Background: an optimization exercise with open tools, aiming at small area. Do not read the settings as production practice.
Function was checked by simulation only, so behaviour that the tests miss may differ from the original.
No activity file was given, so power comes from the tool's default toggle rates.

== run M ==
==> flow/design.v (excerpt) <==
module pipeCpu #(
	parameter int imemDepth = 64,
	parameter int dmemDepth = 64
) (
	input logic clk,
	input logic rstN,
	input logic imemWrite,
	input logic [31:0] imemData,
	input logic run,
	output logic wbValid,
	output logic [4:0] wbIdx,
	output logic [31:0] wbData
);
Size: roughly 6,100 cells after synthesis, roughly 2,800 flip-flops, roughly 74 I/O pins, about 0.074 sq mm of cells after synthesis.
export LEC_CHECK = 0
export ABC_AREA = 1
export CAP_MARGIN = 20
export CORE_MARGIN = 2
export CORE_UTILIZATION = 60
export SLEW_MARGIN = 20
create_clock -name core_clock -period 10.0 [get_ports {clk}]
standard.sh (not shown) runs the stock make flow with config.mk's settings and CLKGATE_MAP_FILE= SYNTH_SCRIPT=/design/flow/synth_recipe.tcl, a recipe that flattens the netlist after the stock synthesis.
==> flow/flow/run.sh <==
#!/bin/bash
# Standard layout with two changes: the clock tree is built from clkbuf_8
# leaf clusters without dummy balancing loads, and the port buffers are
# buf_1 cells. Everything else, synthesis included, is the standard flow.
set -e
export CTS_ARGS="-sink_clustering_enable -repair_clock_nets -buf_list sky130_fd_sc_hd__clkbuf_8 -sink_clustering_size 18 -sink_clustering_max_diameter 55 -dont_use_dummy_load"
export BUFFER_PORTS_ARGS="-buffer_cell sky130_fd_sc_hd__buf_1"
bash standard.sh > standard.log 2>&1
Run M ended with every stage complete and zero timing, DRC or antenna violations.
diff inputs: run M => run R
==> flow/flow/run.sh <==
#!/bin/bash
# Standard layout with two changes: the clock tree is built from clkbuf_8
# leaf clusters without dummy balancing loads, and the port buffers are
# buf_1 cells. Everything else, synthesis included, is the standard flow.
set -e
export CTS_ARGS="-sink_clustering_enable -repair_clock_nets -buf_list sky130_fd_sc_hd__clkbuf_8 -sink_clustering_size 16 -sink_clustering_max_diameter 60 -dont_use_dummy_load"
export BUFFER_PORTS_ARGS="-buffer_cell sky130_fd_sc_hd__buf_1"
bash standard.sh > standard.log 2>&1
==> notes.md <==
- Run M and run R ended up with nearly the same combinational group power.
- Run M reports its last element of the critical path as x[22]$_DFFE_PP_ while run R reports x[30]$_SDFFE_PP0P_.
- Going from run M to run R, clock-buffer cell count moved up, source-to-sink clock delay at the later pin of the worst-skew pair fell by 20 ps, sequential power was more or less identical.
- Antenna diode count: run R vs run M down 1
- Comparing run R with run M, the power share of the combinational group came out essentially unchanged.
- Fraction of the mapped netlist area in adder cells: run R vs run M identical
- In the flow results for run M and run R, the share of final layout cell area taken by clock buffers and inverters is smaller on run M.

---

Another version of the RTL of pipeCpu (not shown whole).
Size: ~2,800 flip-flops, roughly 0.076 sq mm of cells after synthesis.
## pipeCpu
module pipeCpu #(
	parameter int imemDepth = 64,
	parameter int dmemDepth = 64
) (
	input logic clk,
	input logic rstN,
	input logic imemWrite,
	input logic [31:0] imemData,
	input logic run,
	output logic wbValid,
	output logic [4:0] wbIdx,
	output logic [31:0] wbData
);
	localparam int tagW = 7;
	localparam int insW = 29;
	localparam int slotW = tagW + 32;
	localparam logic [1:0] swpA = 2'd0;  
	localparam logic [1:0] swpB = 2'd1;  
	localparam logic [1:0] swpM = 2'd2;  
	logic [2:0] ph;  
	logic [6:0] loadPtr;  
	logic [6:0] pc;  
	logic act;  
	logic [1:0] swp;  
	logic rec;  
	logic lock;  
	logic [28:0] ir;
	logic [31:0] x;  
	logic [5:0] addr;  
	logic [8*slotW-1:0] head;  
	logic [8*slotW-1:0] tail;  
	logic [7:0] pend;  
	logic [7:0] loadIns, runIns;
	logic [7:0] m, laneOk, hi;
	logic [7:0] wrLane;
	logic [8*32-1:0] bufs;
	logic [2:0] myRow;
	logic start, sweeping, first, last, validRow, capt;
	logic [insW-1:0] fetchW;
	logic [4:0] rsE;
	logic [tagW-1:0] key;
	logic en;
	logic [31:0] sel;
	logic any;
	logic [tagW-1:0] recTag;
	logic [31:0] recData;
	logic [2:0] recLane;
	logic [2:0] cls, fn, aluOp;
	logic isR, rOk, isLw, isSw, zext, iAlu, writes, sub, lt;
	logic [4:0] dest;
	logic [31:0] xa, a, b, sum, res;
	logic [32:0] sumW;
	logic [3:0] tt;
	logic [31:0] resL;
	logic [insW-1:0] enc;  
	logic [5:0] o, f;
	logic [2:0] c, fc;
	always_comb
	begin
		o = imemData[31:26];
		f = imemData[5:0];
		case (o)
			6'h08: c = 3'd1;
			6'h0a: c = 3'd7;
			6'h0c: c = 3'd3;
			6'h0d: c = 3'd4;
			6'h0e: c = 3'd5;
			6'h23: c = 3'd2;
			6'h2b: c = 3'd6;
			default: c = 3'd0;
		endcase
		case (f)
			6'h20: fc = 3'd1;
			6'h22: fc = 3'd2;
			6'h24: fc = 3'd3;
			6'h25: fc = 3'd4;
			6'h26: fc = 3'd5;
			6'h27: fc = 3'd6;
			6'h2a: fc = 3'd7;
			default: fc = 3'd0;
		endcase
		enc = {c, imemData[25:3], c != 3'd0 ? imemData[2:0] : o == 6'h00 ? fc : 3'd0};
	end
	assign cls = ir[28:26];
	assign fn = ir[2:0];
  ...
export LEC_CHECK = 0
export ABC_AREA = 1
export CAP_MARGIN = 20
export CORE_MARGIN = 2
export CORE_UTILIZATION = 60
export CTS_BUF_LIST = sky130_fd_sc_hd__clkbuf_4 sky130_fd_sc_hd__clkbuf_8
export CTS_CLUSTER_DIAMETER = 50
export CTS_CLUSTER_SIZE = 16
export SLEW_MARGIN = 20
create_clock -name core_clock -period 10.0 [get_ports {clk}]
run.sh (not shown) runs the stock make flow with config.mk's settings and CLKGATE_MAP_FILE= SYNTH_SCRIPT=/design/flow/synth_recipe.tcl, a recipe that flattens the netlist after the stock synthesis.
Stock flow here: none of the scripts above is used.
Edit:
==> flow/flow/run.sh (new file) <==
#!/bin/bash
# Standard layout with two changes: the clock tree is built from clkbuf_8
# leaf clusters without dummy balancing loads, and the port buffers are
# buf_1 cells. Everything else, synthesis included, is the standard flow.
set -e
export CTS_ARGS="-sink_clustering_enable -repair_clock_nets -buf_list sky130_fd_sc_hd__clkbuf_8 -sink_clustering_size 16 -sink_clustering_max_diameter 60 -dont_use_dummy_load"
export BUFFER_PORTS_ARGS="-buffer_cell sky130_fd_sc_hd__buf_1"
bash standard.sh > standard.log 2>&1
==> flow/standard.sh (new file) <==
#!/bin/bash
# synth_recipe.tcl (not shown) runs the flow's synth.tcl, then flattens the netlist and writes it again
# the make line also repeats each setting of config.mk as NAME=value (left out here)
make -C /OpenROAD-flow-scripts/flow DESIGN_CONFIG=/design/flow/config.mk WORK_HOME=/design/flow/orfs CLKGATE_MAP_FILE= SYNTH_SCRIPT=/design/flow/synth_recipe.tcl "${@:-finish}"
- CTS_BUF_LIST: sky130_fd_sc_hd__clkbuf_4 sky130_fd_sc_hd__clkbuf_8 -> unset
- CTS_CLUSTER_DIAMETER: 50 -> unset
- CTS_CLUSTER_SIZE: 16 -> unset
removed: flow/run.sh
Effect: The new run finished clean. Core utilization drops by 1.4 points. Die area stays the same. Area after synthesis does not change. Clock skew rose by 0.034 ns. Global-route usage goes down by 0.30 points. Power came out lower by 5.0%. Final area is lower by 2.1%. Setup slack improves by 0.44 ns. Combinational power barely changes.
Edit:
- CORE_UTILIZATION: 60 -> 72
Effect: Register-to-register slack loses 0.35 ns; maximum frequency came out lower by 3.8%; die area came out lower by 16%; final cell count came out lower by 3.3%; final area came out lower by 0.50%.

## re-timing with driven ports
The flow's constraints put no driver on any port. The routed layouts listed below were extracted and timed again, unchanged, in two steps.
Step 1 assumes that a clkbuf_16 drives the clock port and a buf_2 every other input.
Step 2, shift: input delay + t, output delay - t, t = (earliest + latest rising clock arrival at the registers) / 2. This alone moves slack from input paths to output paths.
a / b / c = no drivers / after step 1 / after step 2; a / b = the first two.
run | t, ns | setup slack, ns | cell pins on the clock port's net
run M | 0.962 | 1.117 / 1.117 / 0.321 | 1
run R | 0.958 | 1.191 / 1.191 / 0.392 | 1
the first run of note 2 | 1.022 | 0.673 / 0.673 / 0.204 | 1
the second run of note 2 | 0.971 | 1.113 / 1.113 / 0.200 | 1
the third run of note 2 | 0.974 | 0.765 / 0.765 / 0.306 | 1
After both steps every run listed still meets setup and hold. For the second run of note 2, which loses most, drivers alone change the setup slack by 0.000 ns; drivers and shift together by -0.913 ns.
